This design comes from an exercise in tuning for small area and a short achievable clock period on the open sky130 flow, not from production work.
In this exercise RTL edits were held to simulation tests only and were not proved equivalent to the original.
Power and IR drop assume default switching activity.

==> design.v <==
module fifo_guarded #(
    parameter int DWIDTH          = 16,
    parameter int AWIDTH          = 8,
    parameter int SHOWAHEAD       = 1,
    parameter int REGISTER_OUTPUT = 0
) (
    input  logic              clk_i,
    input  logic              srst_i,
    input  logic [DWIDTH-1:0] data_i,
    input  logic              wrreq_i,
    input  logic              rdreq_i,
    input  logic [AWIDTH:0]   af_thresh_i,
    input  logic [AWIDTH:0]   ae_thresh_i,
    input  logic              err_clr_i,
    output logic [DWIDTH-1:0] q_o,
    output logic              empty_o,
    output logic              full_o,
    output logic [AWIDTH:0]   usedw_o,
    output logic              almost_full_o,
    output logic              almost_empty_o,
    output logic              ovf_o,
    output logic              udf_o
);
    localparam int DEPTH = 1 << AWIDTH;
    localparam int LOW   = AWIDTH / 2;
    localparam int NCOL  = 1 << LOW;
    localparam int NROW  = DEPTH / NCOL;
    logic [DEPTH*DWIDTH-1:0] mem_q;
    logic [NCOL-1:0]         wcol_q, rcol_nq;
    logic [NROW-1:0]         wrow_q, rrow_nq;
    logic [AWIDTH:0]         cnt_q, cnt_d;
    logic                    empty_q, full_q, ovf_q, udf_q;
    logic [DWIDTH-1:0]       q_q, q_d, rdata;
    logic                    one, wr_acc, rd_acc;
    logic [DEPTH-1:0]        rsel, wen, whold;
    assign one    = (cnt_q == (AWIDTH+1)'(1));
    assign wr_acc = wrreq_i & ~full_q;
    assign rd_acc = rdreq_i & ~empty_q;
    always_comb begin
        cnt_d = cnt_q;
        if (wr_acc && !rd_acc)      cnt_d = cnt_q + 1'b1;
        else if (rd_acc && !wr_acc) cnt_d = cnt_q - 1'b1;
    end
    always_ff @(posedge clk_i) begin
        if (srst_i) begin
            wcol_q  <= NCOL'(1);
            wrow_q  <= NROW'(1);
            rcol_nq <= ~(NCOL'(2));   
            rrow_nq <= ~(NROW'(1));
            cnt_q   <= '0;
            empty_q <= 1'b1;
            full_q  <= 1'b0;
            ovf_q   <= 1'b0;
            udf_q   <= 1'b0;
        end else begin
            if (wr_acc) begin
                wcol_q <= {wcol_q[NCOL-2:0], wcol_q[NCOL-1]};
                if (wcol_q[NCOL-1]) wrow_q <= {wrow_q[NROW-2:0], wrow_q[NROW-1]};
            end
            if (rd_acc) begin
                rcol_nq <= {rcol_nq[NCOL-2:0], rcol_nq[NCOL-1]};
                if (!rcol_nq[NCOL-1]) rrow_nq <= {rrow_nq[NROW-2:0], rrow_nq[NROW-1]};
            end
            cnt_q   <= cnt_d;
            empty_q <= (cnt_d == '0);
            full_q  <= cnt_d[AWIDTH];
            ovf_q   <= (wrreq_i & full_q)  | (ovf_q & ~err_clr_i);
            udf_q   <= (rdreq_i & empty_q) | (udf_q & ~err_clr_i);
        end
    end
    logic [NROW-1:0] wrow_en_n, wrow_f;
    logic [NCOL-1:0] wcol_n;
    assign wrow_en_n = ~(wrow_q & {NROW{wr_acc}});
    assign wrow_f    = wrow_q & {NROW{~full_q}};
    assign wcol_n    = ~wcol_q;
    always_comb begin
        for (int i = 0; i < DEPTH; i++) begin
            rsel[i]  = ~(rrow_nq[i / NCOL] | rcol_nq[i % NCOL]);
            wen[i]   = ~(wrow_en_n[i / NCOL] | wcol_n[i % NCOL]);
            whold[i] = ~(wrow_f[i / NCOL] & wcol_q[i % NCOL]);
        end
    end
    always_ff @(posedge clk_i) begin
        for (int i = 0; i < DEPTH; i++)
            mem_q[i*DWIDTH +: DWIDTH] <= (data_i & {DWIDTH{wen[i]}}) |
                                         (mem_q[i*DWIDTH +: DWIDTH] & {DWIDTH{whold[i]}});
    end
    localparam int NGRP = (DEPTH + 2) / 3;
    logic [3*NGRP-1:0]        rsel_x;
    logic [3*NGRP*DWIDTH-1:0] mem_x;
    logic [NGRP*DWIDTH-1:0]   grp_n;
    assign rsel_x = (3*NGRP)'(rsel);
    assign mem_x  = (3*NGRP*DWIDTH)'(mem_q);
    for (genvar g = 0; g < NGRP; g++) begin : g_grp
        for (genvar b = 0; b < DWIDTH; b++) begin : g_bit
            fifo_guarded_aoi222 u_aoi (
                .a0(mem_x[(3*g)*DWIDTH + b]),   .s0(rsel_x[3*g]),
                .a1(mem_x[(3*g+1)*DWIDTH + b]), .s1(rsel_x[3*g+1]),
                .a2(mem_x[(3*g+2)*DWIDTH + b]), .s2(rsel_x[3*g+2]),
                .y (grp_n[g*DWIDTH + b]));
        end
    end
    logic [DWIDTH*29-1:0] tr1;
    logic [DWIDTH*15-1:0] tr2;
    logic [DWIDTH*5-1:0]  tr3;
    logic [DWIDTH*3-1:0]  tr4;
    for (genvar b = 0; b < DWIDTH; b++) begin : g_tb
        for (genvar j = 0; j < 28; j++) begin : g_l1
            fifo_guarded_nand3 u (.a(grp_n[(3*j)*DWIDTH + b]), .b(grp_n[(3*j+1)*DWIDTH + b]),
                                  .c(grp_n[(3*j+2)*DWIDTH + b]), .y(tr1[b*29 + j]));
        end
        fifo_guarded_nand2 u_l1 (.a(grp_n[84*DWIDTH + b]), .b(grp_n[85*DWIDTH + b]), .y(tr1[b*29 + 28]));
        for (genvar j = 0; j < 14; j++) begin : g_l2
            fifo_guarded_nor2 u (.a(tr1[b*29 + 2*j]), .b(tr1[b*29 + 2*j+1]), .y(tr2[b*15 + j]));
        end
        fifo_guarded_inv u_l2 (.a(tr1[b*29 + 28]), .y(tr2[b*15 + 14]));
        for (genvar j = 0; j < 5; j++) begin : g_l3
            fifo_guarded_nand3 u (.a(tr2[b*15 + 3*j]), .b(tr2[b*15 + 3*j+1]), .c(tr2[b*15 + 3*j+2]),
                                  .y(tr3[b*5 + j]));
        end
        for (genvar j = 0; j < 2; j++) begin : g_l4
            fifo_guarded_nor2 u (.a(tr3[b*5 + 2*j]), .b(tr3[b*5 + 2*j+1]), .y(tr4[b*3 + j]));
        end
        fifo_guarded_inv u_l4 (.a(tr3[b*5 + 4]), .y(tr4[b*3 + 2]));
        fifo_guarded_nand3 u_l5 (.a(tr4[b*3]), .b(tr4[b*3 + 1]), .c(tr4[b*3 + 2]), .y(rdata[b]));
    end
    always_comb begin
        q_d = q_q;
        if (wr_acc && (empty_q || (one && rdreq_i))) q_d = data_i;
        else if (rd_acc && !one)                     q_d = rdata;
    end
    always_ff @(posedge clk_i) begin
        if (srst_i) q_q <= '0;
        else        q_q <= q_d;
    end
    logic af_gt, ae_gt;
    fifo_guarded_gt9 u_af (.t(af_thresh_i), .cn(~cnt_q), .gt(af_gt));
    fifo_guarded_gt9 u_ae (.t(ae_thresh_i), .cn(~cnt_q), .gt(ae_gt));
    assign q_o            = q_q;
    assign empty_o        = empty_q;
    assign full_o         = full_q;
    assign usedw_o        = cnt_q;
    assign almost_full_o  = ~af_gt;
    assign almost_empty_o = ae_gt;
    assign ovf_o          = ovf_q;
    assign udf_o          = udf_q;
endmodule
module fifo_guarded_aoi222 (
    input  logic a0, s0, a1, s1, a2, s2,
    output logic y
);
    assign y = ~((a0 & s0) | (a1 & s1) | (a2 & s2));
endmodule
module fifo_guarded_gt9 (
    input  logic [8:0] t, cn,
    output logic       gt
);
    logic [8:0] gn, pn;    
    for (genvar i = 0; i < 9; i++) begin : g_bit
        fifo_guarded_nand2 u_g (.a(t[i]), .b(cn[i]), .y(gn[i]));
        fifo_guarded_nor2  u_p (.a(t[i]), .b(cn[i]), .y(pn[i]));
    end
    logic [2:0] g_hi, p_hi, g_pr, p_pr, g_n;
    logic       p2_n;
    for (genvar k = 0; k < 3; k++) begin : g_grp
        fifo_guarded_inv   u_gh (.a(gn[3*k+2]), .y(g_hi[k]));
        fifo_guarded_inv   u_ph (.a(pn[3*k+2]), .y(p_hi[k]));
        fifo_guarded_oai21 u_gp (.a1(pn[3*k+1]), .a2(gn[3*k]), .b1(gn[3*k+1]), .y(g_pr[k]));
        fifo_guarded_nor2  u_pp (.a(pn[3*k+1]), .b(pn[3*k]), .y(p_pr[k]));
        fifo_guarded_aoi21 u_gg (.a1(p_hi[k]), .a2(g_pr[k]), .b1(g_hi[k]), .y(g_n[k]));
    end
    logic p21_n;
    fifo_guarded_nand2 u_p2 (.a(p_hi[2]), .b(p_pr[2]), .y(p2_n));
    fifo_guarded_nand4 u_p21 (.a(p_hi[2]), .b(p_pr[2]), .c(p_hi[1]), .d(p_pr[1]), .y(p21_n));
    fifo_guarded_oai221 u_out (.a1(p2_n), .a2(g_n[1]), .b1(p21_n), .b2(g_n[0]), .c1(g_n[2]), .y(gt));
endmodule
module fifo_guarded_inv   (input logic a, output logic y); assign y = ~a; endmodule
module fifo_guarded_nand2 (input logic a, b, output logic y); assign y = ~(a & b); endmodule
module fifo_guarded_nor2  (input logic a, b, output logic y); assign y = ~(a | b); endmodule
module fifo_guarded_nand3 (input logic a, b, c, output logic y); assign y = ~(a & b & c); endmodule
module fifo_guarded_nand4 (input logic a, b, c, d, output logic y); assign y = ~(a & b & c & d); endmodule
module fifo_guarded_oai21 (input logic a1, a2, b1, output logic y); assign y = ~((a1 | a2) & b1); endmodule
module fifo_guarded_aoi21 (input logic a1, a2, b1, output logic y); assign y = ~((a1 & a2) | b1); endmodule
module fifo_guarded_oai221 (input logic a1, a2, b1, b2, c1, output logic y);
    assign y = ~((a1 | a2) & (b1 | b2) & c1);
endmodule
==> run.sh <==
#!/bin/bash
# synth_recipe.tcl (not shown) runs the flow's synth.tcl, then flattens the netlist and writes it again
# the make line also repeats each setting of config.mk as NAME=value (left out here)
make -C /OpenROAD-flow-scripts/flow DESIGN_CONFIG=/design/flow/config.mk WORK_HOME=/design/flow/orfs CLKGATE_MAP_FILE= SYNTH_SCRIPT=/design/flow/synth_recipe.tcl finish
==> config.mk <==
export PLATFORM = sky130hd
export DESIGN_NAME = fifo_guarded
export DESIGN_NICKNAME = fifo_guarded
export VERILOG_FILES = /design/flow/design.v
export SDC_FILE = /design/flow/constraint.sdc
export NUM_CORES = 4
export LEC_CHECK = 0
export CAP_MARGIN = 20
export CORE_MARGIN = 2
export CORE_UTILIZATION = 45
export CTS_BUF_LIST = sky130_fd_sc_hd__clkbuf_8
export SETUP_SLACK_MARGIN = 4.0
export SLEW_MARGIN = 20
export SYNTH_HIERARCHICAL = 1
export SYNTH_MINIMUM_KEEP_SIZE = 0
==> constraint.sdc <==
create_clock -name core_clock -period 7.5 [get_ports {clk_i}]
set_input_delay 1.5000 -clock core_clock [delete_from_list [all_inputs] [get_ports {clk_i}]]
set_output_delay 1.5000 -clock core_clock [all_outputs]
set_load 0.01 [all_outputs]
==> results of run 1 <==
==> worst max-delay path by stage <==
| stage | start | to | slack (ns) |
|---|---|---|---|
| 5_1_grt | cnt_q[6] | almost_full_o | 3.60 |
| 3_5_place_dp | wrreq_i | q_q[12] | 2.40 |
| 3_3_place_gp | wrreq_i | q_q[5] | 2.12 |
| 4_1_cts | cnt_q[7] | almost_full_o | 3.61 |
| 6_report | af_thresh_i[5] | almost_full_o | 3.68 |
| 2_1_floorplan | af_thresh_i[3] | almost_full_o | 4.02 |
==> power by group through the flow <==
stage                     logic (uW)  clock network, uW  registers [uW]
after detailed placement        2560                  0           23500
final                           3090              20400           22900
after floorplan                 1250                  0           23100
after CTS                       2830              20500           22900
after global routing            3070              21500           22900
after global placement          2530                  0           23500
==> through the flow <==
stage / setup WS [ns] / util, % / area (um^2)
after floorplan: 4.021 / - / 149100
after global placement: 2.117 / 45.96 / 151600
after detailed placement: 2.395 / 46.09 / 152000
after CTS: 3.607 / 50.61 / 166900
after global routing: 3.596 / 50.75 / 167300
final: 3.683 / 50.77 / 167400
==> what timing repair did <==
action | CTS | global route
gates cloned | 1 | 0
gates resized for setup | 291 | 51
setup buffers | 48 | 12
setup endpoints to repair | 47 | 52
pin swaps | 39 | 29
==> state kept, by name, summed over array words and instances, names as in the netlist <==
register and flops:
wrow_q 16, rcol_nq 16, q_q 16, udf_q 1, mem_q 4096, empty_q 1
rrow_nq 16, cnt_q 9, wcol_q 16, ovf_q 1
==> per-module statistics from Yosys (local to each module, per instance), excerpt <==
module,cell area (um^2),flip-flops and latches,cells inside
fifo_guarded_nand4,6.256,0,1
fifo_guarded_inv,3.754,0,1
fifo_guarded_nand3,5.005,0,1
fifo_guarded_aoi222,10.01,0,1
fifo_guarded_nor2,3.754,0,1
fifo_guarded,130900,4188,11060
fifo_guarded_nand2,3.754,0,1
fifo_guarded_oai221,15.01,0,1
fifo_guarded_aoi21,8.758,0,1
fifo_guarded_oai21,5.005,0,1
==> worst reg2reg max path, delay by kind of cell (launching register included) <==
kind / cells / cell delay, ns
AND/OR/NAND/NOR: 7 / 1.47
flip-flops: 1 / 0.50
AO/OA/AOI/OAI: 2 / 0.96
buffers and inverters: 2 / 0.59
==> cells in the final DEF, fill, tap and decap left out, drive strengths merged, types with 25 or more instances in the layout <==
| cell type | count |
|---|---|
| nand3 | 548 |
| dfxtp | 4188 |
| clkinv | 78 |
| a222oi | 1376 |
| nor2 | 582 |
| buf | 350 |
| nand2 | 635 |
| a22o | 3841 |
| a21oi | 25 |
| nor2b | 34 |
| clkbuf | 889 |
| and3 | 243 |
| conb | 64 |
| o21ai | 269 |
| diode | 43 |
| inv | 304 |
==> layer usage <==
metal / up-vias / part of all wire, %
met5: - / 0.059
met4: 31 / 6.4
met3: 1761 / 13
met2: 9524 / 42
met1: 64890 / 39
li1: 53290 / -
==> synth_stat cells (all sizes together) <==
| master | count | area (um^2) |
|---|---|---|
| nor3 | 18 | 125.1 |
| o211ai | 1 | 7.510 |
| nand3b | 16 | 120.1 |
| a22o | 3841 | 33640 |
| clkbuf | 1031 | 3870 |
| nand2 | 635 | 2386 |
| a21oi | 25 | 151.4 |
| and3 | 243 | 1520 |
| buf | 404 | 1997 |
| a22oi | 2 | 15.01 |
| o21ai | 269 | 1358 |
| a41o | 1 | 10.01 |
| dfxtp | 4188 | 83840 |
| conb | 1 | 3.750 |
| and4 | 1 | 8.760 |
| o221ai | 2 | 30.03 |
| inv | 56 | 210.2 |
| a311oi | 1 | 8.760 |
| a32oi | 1 | 8.760 |
| a211o | 15 | 131.4 |
| ha | 3 | 37.54 |
| nor2b | 33 | 206.5 |
| o21bai | 1 | 7.510 |
| or3 | 1 | 11.26 |
| xnor2 | 8 | 70.07 |
| a21boi | 1 | 7.510 |
| nand4 | 4 | 25.02 |
| a222oi | 1376 | 13770 |
| a211oi | 2 | 15.01 |
| o22ai | 17 | 106.4 |
| a2bb2oi | 15 | 131.4 |
| mux2i | 1 | 10.01 |
| nor4 | 3 | 40.04 |
| nor2 | 582 | 2185 |
| a31oi | 3 | 33.78 |
| nand3 | 548 | 2743 |
| nand2b | 2 | 12.51 |
==> kinds of logic (layout without fill, tap and decap cells) <==
family / Yosys count / in the layout / synth area share (%)
AND/OR/NAND/NOR: 2086 / 2087 / 6.303
other: 1 / 107 / 0.002519
adder cells (fa/ha/maj): 3 / 3 / 0.02522
XOR/XNOR: 8 / 8 / 0.04707
multiplexers: 1 / 1 / 0.006725
buffers and inverters: 1491 / 1669 / 4.082
flip-flops: 4188 / 4188 / 56.32
AO/OA/AOI/OAI: 5573 / 5573 / 33.21
==> final cells by class <==
| cell class | count | area, um^2 |
|---|---|---|
| clock buffer | 882 | 12140 |
| inverter | 56 | 249.0 |
| sequential | 4188 | 84060 |
| multi-input combinational | 7736 | 59950 |
| tap | 4366 | 5463 |
| timing repair buffer | 384 | 3560 |
| clock inverter | 347 | 1888 |
| antenna | 43 | 107.6 |
| fill | 28850 | 162300 |
==> run notes, run 1 <==
# TYPE chip_impl_metric gauge
chip_impl_info{name="path_delay_family",value="buffers and inverters"} 1
chip_impl_metric{name="cp_data_arrival_time",unit="ns"} 2.32
chip_impl_metric{name="wl_per_cell",unit="um"} 33.46
chip_impl_metric{name="grtUsageTotal",unit="%"} 34.09
chip_impl_info{name="timing.critical_path.mode_cell",value="inv_1"} 1
chip_impl_metric{name="critical_path.n_buffers_inverters",unit=""} 4
chip_impl_metric{name="ant_nets",unit=""} 0
chip_impl_metric{name="seq_area_frac_synth",unit="%"} 56.32
chip_impl_metric{name="dieArea",unit="um^2"} 335400
chip_impl_info{name="min_path_type",value="flop to flop"} 1
chip_impl_metric{name="floorplan.rows",unit=""} 211
chip_impl_metric{name="io_buffer_count",unit=""} 69
chip_impl_metric{name="clk_pin_slew",unit="ns"} 0.06
chip_impl_info{name="startpoint_type",value="primary input"} 1
chip_impl_metric{name="finalSetupTns",unit="ns"} 0
chip_impl_metric{name="layout.cells.non_filler",unit=""} 18000
chip_impl_metric{name="route.detailed.drc",unit=""} 0
chip_impl_info{name="worstReg2RegStart",value="rrow_nq[6]"} 1
chip_impl_metric{name="die_height",unit="um"} 579.1
chip_impl_metric{name="routabilityCongestion",unit=""} 0.9361
chip_impl_metric{name="syn_area_per_cell",unit="um^2"} 11.15
chip_impl_metric{name="maxCapViolations",unit=""} 0
chip_impl_info{name="slowest_stage",value="dlygate4sd2_1"} 1
chip_impl_metric{name="timing.reg2reg.setup_slack",unit="ns"} 3.83
chip_impl_metric{name="first_iter_violations",unit=""} 22830
chip_impl_metric{name="timing.reg2reg.worst_path_depth",unit=""} 11
chip_impl_metric{name="maximum_number_of_pins_on_one_net_before_global_route_repair",unit=""} 148
chip_impl_metric{name="drt_wl_total",unit="mm"} 602.4
chip_impl_info{name="outcome",value="complete, no violations"} 1
chip_impl_metric{name="cell_count_post_placement",unit=""} 16670
chip_impl_metric{name="via_count",unit=""} 129500
chip_impl_info{name="grt.busiest_layer",value="met2"} 1
chip_impl_metric{name="floorplan.initialDensity",unit="%"} 45.14
chip_impl_metric{name="grt_util_met3",unit="%"} 10.03
chip_impl_metric{name="clk_path_buf_depth",unit=""} 4
chip_impl_metric{name="fmax",unit="MHz"} 262.0
chip_impl_metric{name="clock_latency_at_the_later_pin_of_the_worst_skew_pair",unit="ns"} 1.28
chip_impl_metric{name="post_synth_instance_area",unit="um^2"} 148900
chip_impl_metric{name="grt_antenna_before_repair",unit=""} 54
chip_impl_metric{name="ios",unit=""} 70
chip_impl_metric{name="power.share.combinational",unit="%"} 6.7
chip_impl_metric{name="hold_viol_final",unit=""} 0
chip_impl_metric{name="cellInternalPower",unit="uW"} 34080
chip_impl_metric{name="final-setup-viol-count",unit=""} 0
chip_impl_metric{name="dp.final_hpwl",unit="mm"} 357.0
chip_impl_metric{name="worstPathRequired",unit="ns"} 6.00
chip_impl_metric{name="p_switching",unit="uW"} 12280
chip_impl_metric{name="layout_min_cycle_time",unit="ns"} 3.817
chip_impl_metric{name="detail_route.first_pass.iterations",unit=""} 12
chip_impl_metric{name="cts-hold-fix-buffers",unit=""} 0
chip_impl_metric{name="grt_pass1_wl",unit="mm"} 859.6
chip_impl_metric{name="design.core.area",unit="um^2"} 329700
chip_impl_metric{name="netSwitchingFraction",unit="%"} 26.49
chip_impl_metric{name="gr-usage-met2",unit="%"} 49.37
chip_impl_metric{name="via_count_of_the_first_global_routing_pass",unit=""} 122800
chip_impl_metric{name="share_seq_of_total_power",unit="%"} 49.4
chip_impl_metric{name="grt.overflow.total",unit=""} 0
chip_impl_metric{name="final.setup_skew",unit="ns"} 0.08252
chip_impl_info{name="holdCritStartpoint",value="mem_q[1777]"} 1
chip_impl_metric{name="static-leakage-power",unit="uW"} 0.06680
chip_impl_metric{name="yosys_warnings",unit=""} 7
chip_impl_info{name="type_of_element_capturing_the_critical_path",value="output pin"} 1
chip_impl_metric{name="max_slew.worst_pin.slew",unit="ns"} 1.318
chip_impl_metric{name="layout.nets",unit=""} 13090
chip_impl_metric{name="max-slew-margin-rel",unit="%"} 12.12
chip_impl_metric{name="pwr_density_cell",unit="nW/um^2"} 276.9
chip_impl_metric{name="avgViaCountPerCell",unit=""} 7.193
chip_impl_info{name="worst_r2r_endpoint",value="q_q[7]"} 1
chip_impl_metric{name="finalMaxSlewViolations",unit=""} 0
chip_impl_metric{name="period_utilization",unit="%"} 50.89
chip_impl_metric{name="irDropWorstVdd",unit="uV"} 186.0
chip_impl_metric{name="synth-seq-cells",unit=""} 4188
chip_impl_metric{name="numClockSinks",unit=""} 4188
chip_impl_metric{name="hold_slack",unit="ns"} 0.4556
chip_impl_info{name="clk_root_buffer_cell",value="clkbuf_8"} 1
chip_impl_metric{name="critical_path_depth",unit=""} 7
chip_impl_info{name="grt_setup_unrepaired",value="true"} 1
chip_impl_info{name="timing_worst_setup_path_type",value="primary input to output pin"} 1
chip_impl_metric{name="total_power",unit="uW"} 46370
chip_impl_metric{name="cts_buffers",unit=""} 680
chip_impl_info{name="series_of_cell_instances_along_the_critical_path",value="dlygate4sd2_1 -> nor2_1 -> inv_1 -> a21oi_2 -> o221ai_2 -> inv_1 -> buf_2"} 1
chip_impl_metric{name="power.share.clock",unit="%"} 43.9
chip_impl_metric{name="use_met1",unit="%"} 44.71
chip_impl_metric{name="die_width",unit="um"} 579.1
chip_impl_metric{name="synth_cell_type_count",unit=""} 48
chip_impl_metric{name="max_incr_delay_on_cp",unit="ns"} 0.24
chip_impl_metric{name="area.growth.synth_to_final",unit="%"} 12.47
chip_impl_metric{name="drive_gt1_share",unit="%"} 12.55
chip_impl_metric{name="cts.htree.levels",unit=""} 6
chip_impl_metric{name="hold_path_depth",unit=""} 2
chip_impl_info{name="cts_tree",value="done"} 1
chip_impl_metric{name="cells_after_synth",unit=""} 13350
chip_impl_info{name="min_delay_worst_endpoint",value="mem_q[1777]"} 1
chip_impl_metric{name="cp_max_fo",unit=""} 2
==> run 2: changes to the inputs <==
--- a/design.v
+++ b/design.v
@@ -29,5 +29,5 @@
     logic [NCOL-1:0]         wcol_q, rcol_nq;
     logic [NROW-1:0]         wrow_q, rrow_nq;
-    logic [AWIDTH:0]         cnt_q, cnt_d;
+    logic [AWIDTH:0]         cnt_q, cnt_d, cntn_q;    
     logic                    empty_q, full_q, ovf_q, udf_q;
     logic [DWIDTH-1:0]       q_q, q_d, rdata;
@@ -49,4 +49,5 @@
             rrow_nq <= ~(NROW'(1));
             cnt_q   <= '0;
+            cntn_q  <= '1;
             empty_q <= 1'b1;
             full_q  <= 1'b0;
@@ -63,4 +64,5 @@
             end
             cnt_q   <= cnt_d;
+            cntn_q  <= ~cnt_d;
             empty_q <= (cnt_d == '0);
             full_q  <= cnt_d[AWIDTH];
@@ -135,6 +137,6 @@
     end
     logic af_gt, ae_gt;
-    fifo_guarded_gt9 u_af (.t(af_thresh_i), .cn(~cnt_q), .gt(af_gt));
-    fifo_guarded_gt9 u_ae (.t(ae_thresh_i), .cn(~cnt_q), .gt(ae_gt));
+    fifo_guarded_gt9 u_af (.t(af_thresh_i), .cn(cntn_q), .gt(af_gt));
+    fifo_guarded_gt9 u_ae (.t(ae_thresh_i), .cn(cntn_q), .gt(ae_gt));
     assign q_o            = q_q;
     assign empty_o        = empty_q;
--- a/config.mk
+++ b/config.mk
@@ -9,5 +9,6 @@
 export CORE_MARGIN = 2
 export CORE_UTILIZATION = 45
-export CTS_BUF_LIST = sky130_fd_sc_hd__clkbuf_8
+export CTS_CLUSTER_DIAMETER = 100
+export CTS_CLUSTER_SIZE = 24
 export SETUP_SLACK_MARGIN = 4.0
 export SLEW_MARGIN = 20
==> run notes, run 2 <==
# TYPE chip_impl_metric gauge
chip_impl_info{name="outcome",value="complete, no violations"} 1
chip_impl_metric{name="cts.htree.levels",unit=""} 4
chip_impl_metric{name="async_flop_share",unit="%"} 0
chip_impl_metric{name="die_height",unit="um"} 578.9
chip_impl_metric{name="cp_data_arrival_time",unit="ns"} 2.23
chip_impl_metric{name="maximum_number_of_pins_on_one_net_before_global_route_repair",unit=""} 175
chip_impl_metric{name="period_utilization",unit="%"} 49.76
chip_impl_metric{name="clock_latency_at_the_later_pin_of_the_worst_skew_pair",unit="ns"} 0.98
chip_impl_metric{name="finalMaxSlewViolations",unit=""} 0
chip_impl_metric{name="post_synth_instance_area",unit="um^2"} 148700
chip_impl_metric{name="layout.cells.non_filler",unit=""} 17000
chip_impl_metric{name="ios",unit=""} 70
chip_impl_metric{name="synth-seq-cells",unit=""} 4197
chip_impl_metric{name="cts-hold-fix-buffers",unit=""} 0
chip_impl_metric{name="ant_nets",unit=""} 0
chip_impl_info{name="dominantRegCellSynth",value="dfxtp_1"} 1
chip_impl_metric{name="area.growth.synth_to_final",unit="%"} 7.077
chip_impl_metric{name="static-leakage-power",unit="uW"} 0.06139
chip_impl_metric{name="drt_wl_total",unit="mm"} 600.4
chip_impl_info{name="ys_top_cells_by_area",value="dfxtp_1, a22o_1, a222oi_1"} 1
chip_impl_metric{name="via_count_of_the_first_global_routing_pass",unit=""} 116700
chip_impl_metric{name="detail_route.first_pass.iterations",unit=""} 22
chip_impl_metric{name="final.setup_skew",unit="ns"} 0.09626
chip_impl_info{name="regMostFlops",value="mem_q"} 1
chip_impl_metric{name="die_width",unit="um"} 578.9
chip_impl_metric{name="floorplan.rows",unit=""} 211
chip_impl_metric{name="number_of_flops_mapped_to_enable_cells_by_yosys",unit=""} 0
chip_impl_metric{name="worstPathRequired",unit="ns"} 6.00
chip_impl_metric{name="yosys_warnings",unit=""} 7
chip_impl_metric{name="dp.final_hpwl",unit="mm"} 362.5
chip_impl_metric{name="first_iter_violations",unit=""} 25120
chip_impl_metric{name="grt.overflow.total",unit=""} 0
chip_impl_info{name="cts_tree",value="done"} 1
chip_impl_info{name="synth_commonest_cells",value="dfxtp_1, a22o_1, clkbuf_1"} 1
chip_impl_info{name="synth_area_leader",value="dfxtp_1"} 1
chip_impl_metric{name="final-setup-viol-count",unit=""} 0
chip_impl_metric{name="routabilityCongestion",unit=""} 0.9462
chip_impl_info{name="grt_setup_unrepaired",value="true"} 1
chip_impl_metric{name="hold_viol_final",unit=""} 0
chip_impl_metric{name="maxCapViolations",unit=""} 0
chip_impl_info{name="min_path_type",value="flop to flop"} 1
chip_impl_metric{name="cp_max_fo",unit=""} 2
chip_impl_metric{name="syn_area_per_cell",unit="um^2"} 11.11
chip_impl_metric{name="wl_per_cell",unit="um"} 35.31
chip_impl_info{name="layout_commonest_cell",value="dfxtp_1"} 1
chip_impl_info{name="yosys.cell_count.top_type",value="dfxtp_1"} 1
chip_impl_metric{name="io_buffer_count",unit=""} 69
chip_impl_metric{name="dieArea",unit="um^2"} 335100
chip_impl_metric{name="fmax",unit="MHz"} 268.0
chip_impl_metric{name="pwr_density_cell",unit="nW/um^2"} 236.6
chip_impl_metric{name="via_count",unit=""} 125800
chip_impl_metric{name="synth_cell_type_count",unit=""} 56
chip_impl_metric{name="grtUsageTotal",unit="%"} 33.89
chip_impl_info{name="type_of_element_capturing_the_critical_path",value="output pin"} 1
chip_impl_metric{name="route.detailed.drc",unit=""} 0
chip_impl_metric{name="cells_after_synth",unit=""} 13380
chip_impl_metric{name="number_of_flip_flops_in_the_largest_register",unit=""} 4096
chip_impl_metric{name="layout_min_cycle_time",unit="ns"} 3.732
chip_impl_metric{name="clk_pin_slew",unit="ns"} 0.10
chip_impl_info{name="clk_root_buffer_cell",value="clkbuf_16"} 1
chip_impl_metric{name="irDropWorstVdd",unit="uV"} 191.9
chip_impl_metric{name="timing.reg2reg.worst_path_depth",unit=""} 10
chip_impl_metric{name="grt_pass1_wl",unit="mm"} 850.2
chip_impl_metric{name="netlist.area_leader.share",unit="%"} 56.50
chip_impl_metric{name="cell_count_post_placement",unit=""} 16700
chip_impl_metric{name="layout.nets",unit=""} 12620
chip_impl_metric{name="hold_path_depth",unit=""} 2
chip_impl_metric{name="max_slew.worst_pin.slew",unit="ns"} 1.337
chip_impl_info{name="layout.cells.most_common_list",value="dfxtp_1, a22o_1, a222oi_1"} 1
chip_impl_metric{name="numClockSinks",unit=""} 4197
chip_impl_metric{name="grt_antenna_before_repair",unit=""} 44
chip_impl_metric{name="max-slew-margin-rel",unit="%"} 10.85
chip_impl_metric{name="fill_count",unit=""} 29240
chip_impl_metric{name="design.core.area",unit="um^2"} 329700
chip_impl_info{name="timing_worst_setup_path_type",value="primary input to output pin"} 1
chip_impl_metric{name="drive_gt1_share",unit="%"} 8.501
chip_impl_metric{name="avgViaCountPerCell",unit=""} 7.401
chip_impl_info{name="startpoint_type",value="primary input"} 1
chip_impl_metric{name="finalSetupTns",unit="ns"} 0
chip_impl_metric{name="multi_input_comb_area",unit="um^2"} 60300
chip_impl_metric{name="cts_buffers",unit=""} 198
chip_impl_metric{name="seq_area_frac_synth",unit="%"} 56.50
chip_impl_metric{name="sequential_cell_area",unit="um^2"} 84240
chip_impl_metric{name="floorplan.initialDensity",unit="%"} 45.10
chip_impl_metric{name="clk_path_buf_depth",unit=""} 4
==> run 2: logic make-up (layout without fill, tap and decap cells) <==
logic type,after synthesis,count (layout),synth area share [%]
xor gates and xnor gates,5,5,0.02945
and+or+nand+nor,2117,2117,6.434
buffers and inverters,1497,652,3.816
DFF,4197,4197,56.50
AOI/OAI and AO/OA,5561,5561,33.19
other,1,103,0.002522
adders and majority gates,3,3,0.02524
==> run 2: worst paths after layout <==
path / startpoint / end / slack, ns
min: mem_q[1277] / mem_q[1277] / 0.46
max reg2reg: rcol_nq[15] / q_q[7] / 3.80
min reg2reg: mem_q[1277] / mem_q[1277] / 0.46
max: ae_thresh_i[7] / almost_empty_o / 3.77
==> run 2: through the flow <==
step	utilization, %	hold WS (ns)	power (uW)	cell area [um^2]	worst slack (ns)
after floorplan	-	0.4247	24260	148900	4.010
after global placement	46.02	0.4324	25650	151800	2.015
after detailed placement	46.26	0.4424	25710	152600	2.858
after CTS	48.05	0.4640	37480	158400	3.766
after global routing	48.26	0.4818	38480	159100	3.728
final	48.29	0.4629	37680	159200	3.768
==> run 2: layout make-up <==
class	count	area share, %
diodes	39	0.06129
clock inverters	8	0.07150
multi-input cells	7750	37.87
well taps	4366	3.431
inverters	60	0.1438
clock buffers	209	3.204
flip-flops and latches	4197	52.90
repair buffers	375	2.317
==> run 2: what timing repair did <==
action,in CTS,in global routing
hold endpoints to repair,0,0
pin swaps,66,38
setup buffers,18,18
setup endpoints to repair,2065,1413
resized for setup,347,149
gates cloned,0,1
==> run 2: routing by layer <==
layer / vias up / track usage [%] / part of all wire, %
met1: 63420 / 45.25 / 39
met3: 1631 / 7.087 / 12
li1: 51920 / - / -
met5: - / 0 / 0.027
met4: 26 / 21.80 / 7.2
met2: 8849 / 49.72 / 43
==> run 2: power by group <==
part           leakage (uW)  total (uW)  internal [uW]  switching (uW)
combinational        0.0249        2590            610            1980
sequential           0.0339       22900          22500             388
clock               0.00256       12200           4880            7290
total                0.0614       37700          28000            9660
==> run 2: modules after synthesis (local to each module, per instance), excerpt <==
module               cells inside  flops+latches  copies in the design  cell area, um^2
fifo_guarded                11090           4197                     1           130800
fifo_guarded_oai221             1              0                     2            15.01
fifo_guarded_aoi222             1              0                  1376            10.01
fifo_guarded_aoi21              1              0                     6            8.758
fifo_guarded_nand4              1              0                     2            6.256
fifo_guarded_nand3              1              0                   544            5.005
fifo_guarded_oai21              1              0                     6            5.005
fifo_guarded_inv                1              0                    44            3.754
fifo_guarded_nand2              1              0                    36            3.754
fifo_guarded_nor2               1              0                   276            3.754
==> run 2: critical path, stage by stage <==
cell      delay (ns)
buf_2           0.11
nor2_2          0.12
o21ai_1         0.10
a21oi_2         0.16
o221ai_2        0.09
buf_2           0.15
==> run 3: changes to the inputs <==
==> flow/run.sh (new file) <==
#!/bin/bash
# The standard layout, with two changes after the standard synthesis:
#  - the threshold and almost-flag pins are kept together on one edge (flow/io.tcl, read
#    by ORFS's floorplan step as IO_CONSTRAINTS), so the in-to-out compare paths are short;
#  - delay cells are not used for placement-time buffering (the port buffers), on top of
#    the platform's own don't-use list.
set -euo pipefail
bash standard.sh synth > standard_synth.log 2>&1
DONT_USE="sky130_fd_sc_hd__probe_p_8 sky130_fd_sc_hd__probec_p_8 sky130_fd_sc_hd__lpflow_bleeder_1 sky130_fd_sc_hd__lpflow_clkbufkapwr_1 sky130_fd_sc_hd__lpflow_clkbufkapwr_16 sky130_fd_sc_hd__lpflow_clkbufkapwr_2 sky130_fd_sc_hd__lpflow_clkbufkapwr_4 sky130_fd_sc_hd__lpflow_clkbufkapwr_8 sky130_fd_sc_hd__lpflow_clkinvkapwr_1 sky130_fd_sc_hd__lpflow_clkinvkapwr_16 sky130_fd_sc_hd__lpflow_clkinvkapwr_2 sky130_fd_sc_hd__lpflow_clkinvkapwr_4 sky130_fd_sc_hd__lpflow_clkinvkapwr_8 sky130_fd_sc_hd__lpflow_decapkapwr_12 sky130_fd_sc_hd__lpflow_decapkapwr_3 sky130_fd_sc_hd__lpflow_decapkapwr_4 sky130_fd_sc_hd__lpflow_decapkapwr_6 sky130_fd_sc_hd__lpflow_decapkapwr_8 sky130_fd_sc_hd__lpflow_inputiso0n_1 sky130_fd_sc_hd__lpflow_inputiso0p_1 sky130_fd_sc_hd__lpflow_inputiso1n_1 sky130_fd_sc_hd__lpflow_inputiso1p_1 sky130_fd_sc_hd__lpflow_inputisolatch_1 sky130_fd_sc_hd__lpflow_isobufsrc_1 sky130_fd_sc_hd__lpflow_isobufsrc_16 sky130_fd_sc_hd__lpflow_isobufsrc_2 sky130_fd_sc_hd__lpflow_isobufsrc_4 sky130_fd_sc_hd__lpflow_isobufsrc_8 sky130_fd_sc_hd__lpflow_isobufsrckapwr_16 sky130_fd_sc_hd__lpflow_lsbuf_lh_hl_isowell_tap_1 sky130_fd_sc_hd__lpflow_lsbuf_lh_hl_isowell_tap_2 sky130_fd_sc_hd__lpflow_lsbuf_lh_hl_isowell_tap_4 sky130_fd_sc_hd__lpflow_lsbuf_lh_isowell_4 sky130_fd_sc_hd__lpflow_lsbuf_lh_isowell_tap_1 sky130_fd_sc_hd__lpflow_lsbuf_lh_isowell_tap_2 sky130_fd_sc_hd__lpflow_lsbuf_lh_isowell_tap_4 sky130_fd_sc_hd__fill_1 sky130_fd_sc_hd__fill_2 sky130_fd_sc_hd__fill_4 sky130_fd_sc_hd__fill_8  sky130_fd_sc_hd__dlygate* sky130_fd_sc_hd__clkdlybuf* sky130_fd_sc_hd__dlymetal*"
bash standard.sh finish IO_CONSTRAINTS="$PWD/flow/io.tcl" DONT_USE_CELLS="$DONT_USE" > standard_finish.log 2>&1
==> flow/io.tcl (new file) <==
# Keep the threshold inputs and the almost-full/almost-empty outputs together on one edge,
# so the in-to-out compare paths are short.
set_io_pin_constraint -pin_names {af_thresh_i[0] ae_thresh_i[0] af_thresh_i[1] ae_thresh_i[1] af_thresh_i[2] ae_thresh_i[2] af_thresh_i[3] ae_thresh_i[3] af_thresh_i[4] almost_full_o almost_empty_o ae_thresh_i[4] af_thresh_i[5] ae_thresh_i[5] af_thresh_i[6] ae_thresh_i[6] af_thresh_i[7] ae_thresh_i[7] af_thresh_i[8] ae_thresh_i[8]} -region left:* -group -order
==> standard.sh (new file) <==
#!/bin/bash
# synth_recipe.tcl (not shown) runs the flow's synth.tcl, then flattens the netlist and writes it again
# the make line also repeats each setting of config.mk as NAME=value (left out here)
make -C /OpenROAD-flow-scripts/flow DESIGN_CONFIG=/design/flow/config.mk WORK_HOME=/design/flow/orfs CLKGATE_MAP_FILE= SYNTH_SCRIPT=/design/flow/synth_recipe.tcl "${@:-finish}"
removed: run.sh
==> run notes, run 3 <==
# TYPE chip_impl_metric gauge
chip_impl_info{name="outcome",value="complete, no violations"} 1
chip_impl_metric{name="detail_route.first_pass.iterations",unit=""} 13
chip_impl_metric{name="finalSetupTns",unit="ns"} 0
chip_impl_info{name="timing_worst_setup_path_type",value="primary input to output pin"} 1
chip_impl_metric{name="post-place-ws",unit="ns"} 2.537
chip_impl_metric{name="clk_path_buf_depth",unit=""} 4
chip_impl_metric{name="dieArea",unit="um^2"} 335100
chip_impl_metric{name="max_incr_delay_on_cp",unit="ns"} 0.16
chip_impl_metric{name="layout.cells.non_filler",unit=""} 17090
chip_impl_info{name="synth_area_leader",value="dfxtp_1"} 1
chip_impl_metric{name="grt.overflow.total",unit=""} 0
chip_impl_metric{name="async_flop_share",unit="%"} 0
chip_impl_info{name="series_of_cell_instances_along_the_critical_path",value="buf_6 -> nor2_2 -> nor2_2 -> nand4_1 -> o221ai_2 -> inv_1 -> buf_6"} 1
chip_impl_metric{name="floorplan.initialDensity",unit="%"} 45.10
chip_impl_info{name="min_path_type",value="flop to flop"} 1
chip_impl_metric{name="cells_after_synth",unit=""} 13380
chip_impl_info{name="ys_top_cells_by_area",value="dfxtp_1, a22o_1, a222oi_1"} 1
chip_impl_info{name="cts_tree",value="done"} 1
chip_impl_metric{name="static-leakage-power",unit="uW"} 0.06093
chip_impl_metric{name="io_buffer_count",unit=""} 69
chip_impl_metric{name="maxCapViolations",unit=""} 0
chip_impl_metric{name="layout_min_cycle_time",unit="ns"} 3.731
chip_impl_metric{name="number_of_flops_mapped_to_enable_cells_by_yosys",unit=""} 0
chip_impl_metric{name="first_iter_violations",unit=""} 23300
chip_impl_info{name="layout.cells.most_common_list",value="dfxtp_1, a22o_1, a222oi_1"} 1
chip_impl_metric{name="total_power",unit="uW"} 37550
chip_impl_info{name="synth_commonest_cells",value="dfxtp_1, a22o_1, clkbuf_1"} 1
chip_impl_metric{name="finalMaxSlewViolations",unit=""} 0
chip_impl_metric{name="route.detailed.drc",unit=""} 0
chip_impl_metric{name="synth-seq-cells",unit=""} 4197
chip_impl_metric{name="routabilityCongestion",unit=""} 0.9160
chip_impl_info{name="startpoint_type",value="primary input"} 1
chip_impl_metric{name="clk_pin_slew",unit="ns"} 0.10
chip_impl_metric{name="wl_per_cell",unit="um"} 34.46
chip_impl_metric{name="finalWorstSetupSlack",unit="ns"} 3.769
chip_impl_info{name="regMostFlops",value="mem_q"} 1
chip_impl_metric{name="area.growth.synth_to_final",unit="%"} 6.331
chip_impl_metric{name="clock_latency_at_the_later_pin_of_the_worst_skew_pair",unit="ns"} 0.97
chip_impl_info{name="dominantRegCellSynth",value="dfxtp_1"} 1
chip_impl_metric{name="drive_gt1_share",unit="%"} 6.780
chip_impl_metric{name="maximum_number_of_pins_on_one_net_before_global_route_repair",unit=""} 156
chip_impl_metric{name="max-slew-margin-rel",unit="%"} 15.33
chip_impl_metric{name="numClockSinks",unit=""} 4197
chip_impl_metric{name="grtUsageTotal",unit="%"} 33.33
chip_impl_metric{name="seq_area_frac_synth",unit="%"} 56.50
chip_impl_metric{name="cp_max_fo",unit=""} 2
chip_impl_metric{name="die_height",unit="um"} 578.9
chip_impl_metric{name="cts_buffers",unit=""} 197
chip_impl_metric{name="grt_antenna_before_repair",unit=""} 47
chip_impl_info{name="yosys.cell_count.top_type",value="dfxtp_1"} 1
chip_impl_metric{name="ant_nets",unit=""} 0
chip_impl_metric{name="max_slew.worst_pin.slew",unit="ns"} 1.266
chip_impl_info{name="slowest_stage",value="nor2_2"} 1
chip_impl_metric{name="final.setup_skew",unit="ns"} 0.07679
chip_impl_metric{name="final-setup-viol-count",unit=""} 0
chip_impl_metric{name="netlist.area_leader.share",unit="%"} 56.50
chip_impl_metric{name="period_utilization",unit="%"} 49.75
chip_impl_info{name="timing.critical_path.from",value="af_thresh_i[6]"} 1
chip_impl_metric{name="layout.nets",unit=""} 12710
chip_impl_metric{name="grt_pass1_wl",unit="mm"} 835.9
chip_impl_metric{name="design.core.area",unit="um^2"} 329700
chip_impl_metric{name="syn_area_per_cell",unit="um^2"} 11.11
chip_impl_metric{name="ios",unit=""} 70
chip_impl_metric{name="yosys_warnings",unit=""} 7
chip_impl_metric{name="dp.final_hpwl",unit="mm"} 358.7
chip_impl_metric{name="fmax",unit="MHz"} 268.0
chip_impl_info{name="worstReg2RegStart",value="rcol_nq[6]"} 1
chip_impl_metric{name="cts.htree.levels",unit=""} 4
chip_impl_metric{name="number_of_flip_flops_in_the_largest_register",unit=""} 4096
chip_impl_metric{name="post_synth_instance_area",unit="um^2"} 148700
chip_impl_metric{name="via_count",unit=""} 125300
chip_impl_info{name="holdCritStartpoint",value="mem_q[2047]"} 1
chip_impl_info{name="grt_setup_unrepaired",value="true"} 1
chip_impl_metric{name="worstPathRequired",unit="ns"} 6.00
chip_impl_info{name="clk_root_buffer_cell",value="clkbuf_16"} 1
chip_impl_metric{name="avgViaCountPerCell",unit=""} 7.330
chip_impl_metric{name="cp_data_arrival_time",unit="ns"} 2.23
chip_impl_metric{name="cell_count_post_placement",unit=""} 16780
chip_impl_metric{name="final_util",unit="%"} 47.95
chip_impl_metric{name="hold_viol_final",unit=""} 0
chip_impl_metric{name="pwr_density_cell",unit="nW/um^2"} 237.5
chip_impl_metric{name="die_width",unit="um"} 578.9
chip_impl_info{name="type_of_element_capturing_the_critical_path",value="output pin"} 1
chip_impl_info{name="layout_commonest_cell",value="dfxtp_1"} 1
chip_impl_metric{name="via_count_of_the_first_global_routing_pass",unit=""} 115300
chip_impl_metric{name="critical_path.n_buffers_inverters",unit=""} 3
chip_impl_metric{name="floorplan.rows",unit=""} 211
chip_impl_metric{name="drt_wl_total",unit="mm"} 589.0
chip_impl_metric{name="synth_cell_type_count",unit=""} 56
chip_impl_info{name="path_delay_family",value="simple AND/OR/NAND/NOR gates"} 1
chip_impl_metric{name="irDropWorstVdd",unit="uV"} 209.2
-- run 3: cell counts after synthesis --
Identical to the previous run, type by type.
-- run 3: cell families after synthesis --
family / synth area share, %
AO/OA/AOI/OAI: 33.19
flip-flops: 56.50
AND/OR/NAND/NOR: 6.434
buffers and inverters: 3.816
XOR/XNOR: 0.02945
adder cells (fa/ha/maj): 0.02524
other: 0.002522
-- run 3: worst paths after layout --
kind                    to  slack [ns]  cells past startpoint
max          almost_full_o        3.77                      7
min            mem_q[2047]        0.47                      2
max reg2reg         q_q[2]        3.88                     12
min reg2reg    mem_q[2047]        0.47                      2
-- run 3: metal layers --
metal	routed length (um)	track usage, %
met4	36720	18.68
met5	137	0
met1	230100	44.80
met2	249600	48.54
met3	72410	8.591
-- run 3: modules after synthesis (local to each module, per instance), a selection --
| module | copies in the design | cells | cell area [um^2] | flops+latches |
|---|---|---|---|---|
| fifo_guarded | 1 | 11090 | 130800 | 4197 |
| fifo_guarded_oai221 | 2 | 1 | 15.01 | 0 |
| fifo_guarded_aoi222 | 1376 | 1 | 10.01 | 0 |
| fifo_guarded_aoi21 | 6 | 1 | 8.758 | 0 |
| fifo_guarded_nand4 | 2 | 1 | 6.256 | 0 |
| fifo_guarded_nand3 | 544 | 1 | 5.005 | 0 |
| fifo_guarded_oai21 | 6 | 1 | 5.005 | 0 |
| fifo_guarded_inv | 44 | 1 | 3.754 | 0 |
| fifo_guarded_nand2 | 36 | 1 | 3.754 | 0 |
| fifo_guarded_nor2 | 276 | 1 | 3.754 | 0 |
-- run 3: power breakdown --
group | switching [uW] | internal [uW] | leakage, uW
Combinational | 2110 | 562 | 0.0245
Sequential | 316 | 22500 | 0.0339
Clock | 7240 | 4810 | 0.00252
Total | 9660 | 27900 | 0.0609
-- run 3: timing repair --
action / in CTS / in global routing
setup buffers: 46 / 8
pin swaps: 59 / 60
gates resized for setup: 281 / 129
hold buffers: 0 / 0
endpoints found under the setup margin: 3476 / 21
gates cloned: 1 / 0
-- run 3: layout make-up --
class                   instances  area (um^2)
multi-input cells            7751        60200
fillers                     29360       171600
repair buffers                462         2813
well taps                    4366         5463
inverters                      60        229.0
flip-flops and latches       4197        84170
clock inverters                 9        118.9
diodes                         41        102.6
clock buffers                 205         5024
-- run 3: tightest hold or removal path, cell delays in order (launching register included) --
cell,delay (ns)
dfxtp_1,0.34
nand2_1,0.05
o21ai_0,0.06
-- run 3: stage by stage --
| step | cell area (um^2) | hold slack (ns) |
|---|---|---|
| 6_report | 158100 | 0.4676 |
| 5_1_grt | 158000 | 0.4784 |
| 4_1_cts | 157500 | 0.4647 |
| 3_5_place_dp | 151200 | 0.4424 |
| 3_3_place_gp | 151100 | 0.4328 |
| 2_1_floorplan | 148900 | 0.4247 |

==> static timing again, ports no longer ideal <==
The flow's constraints put no driver on any port. The routed layouts listed below were extracted and timed again, unchanged, in two steps. Step 1: set_driving_cell puts a clkbuf_16 on clk_i and a buf_2 on each other input, an assumption about the parent block. Step 2, shift: input delay + t, output delay - t, t = (earliest + latest rising clock arrival at the registers) / 2. This alone moves slack from input paths to output paths. a / b / c = ideal ports / drivers / drivers and shift; a / b = the first two.
run | t (ns) | setup slack, ns | worst hold slack (ns) | latest minus earliest clock arrival (ns)
run 1 | 1.347 | 3.683 / 3.579 / 2.640 | 0.456 / 0.456 / 0.456 | 0.085 / 0.086
run 2 | 1.042 | 3.768 / 3.746 / 3.065 | 0.463 / 0.463 / 0.463 | 0.101 / 0.100
run 3 | 1.044 | 3.769 / 3.729 / 2.936 | 0.468 / 0.468 / 0.468 | 0.080 / 0.081
After both steps setup and hold are still met in every run listed. The setup slack of run 1, which loses most, moves by -0.104 ns with the drivers and by -1.043 ns with both steps.
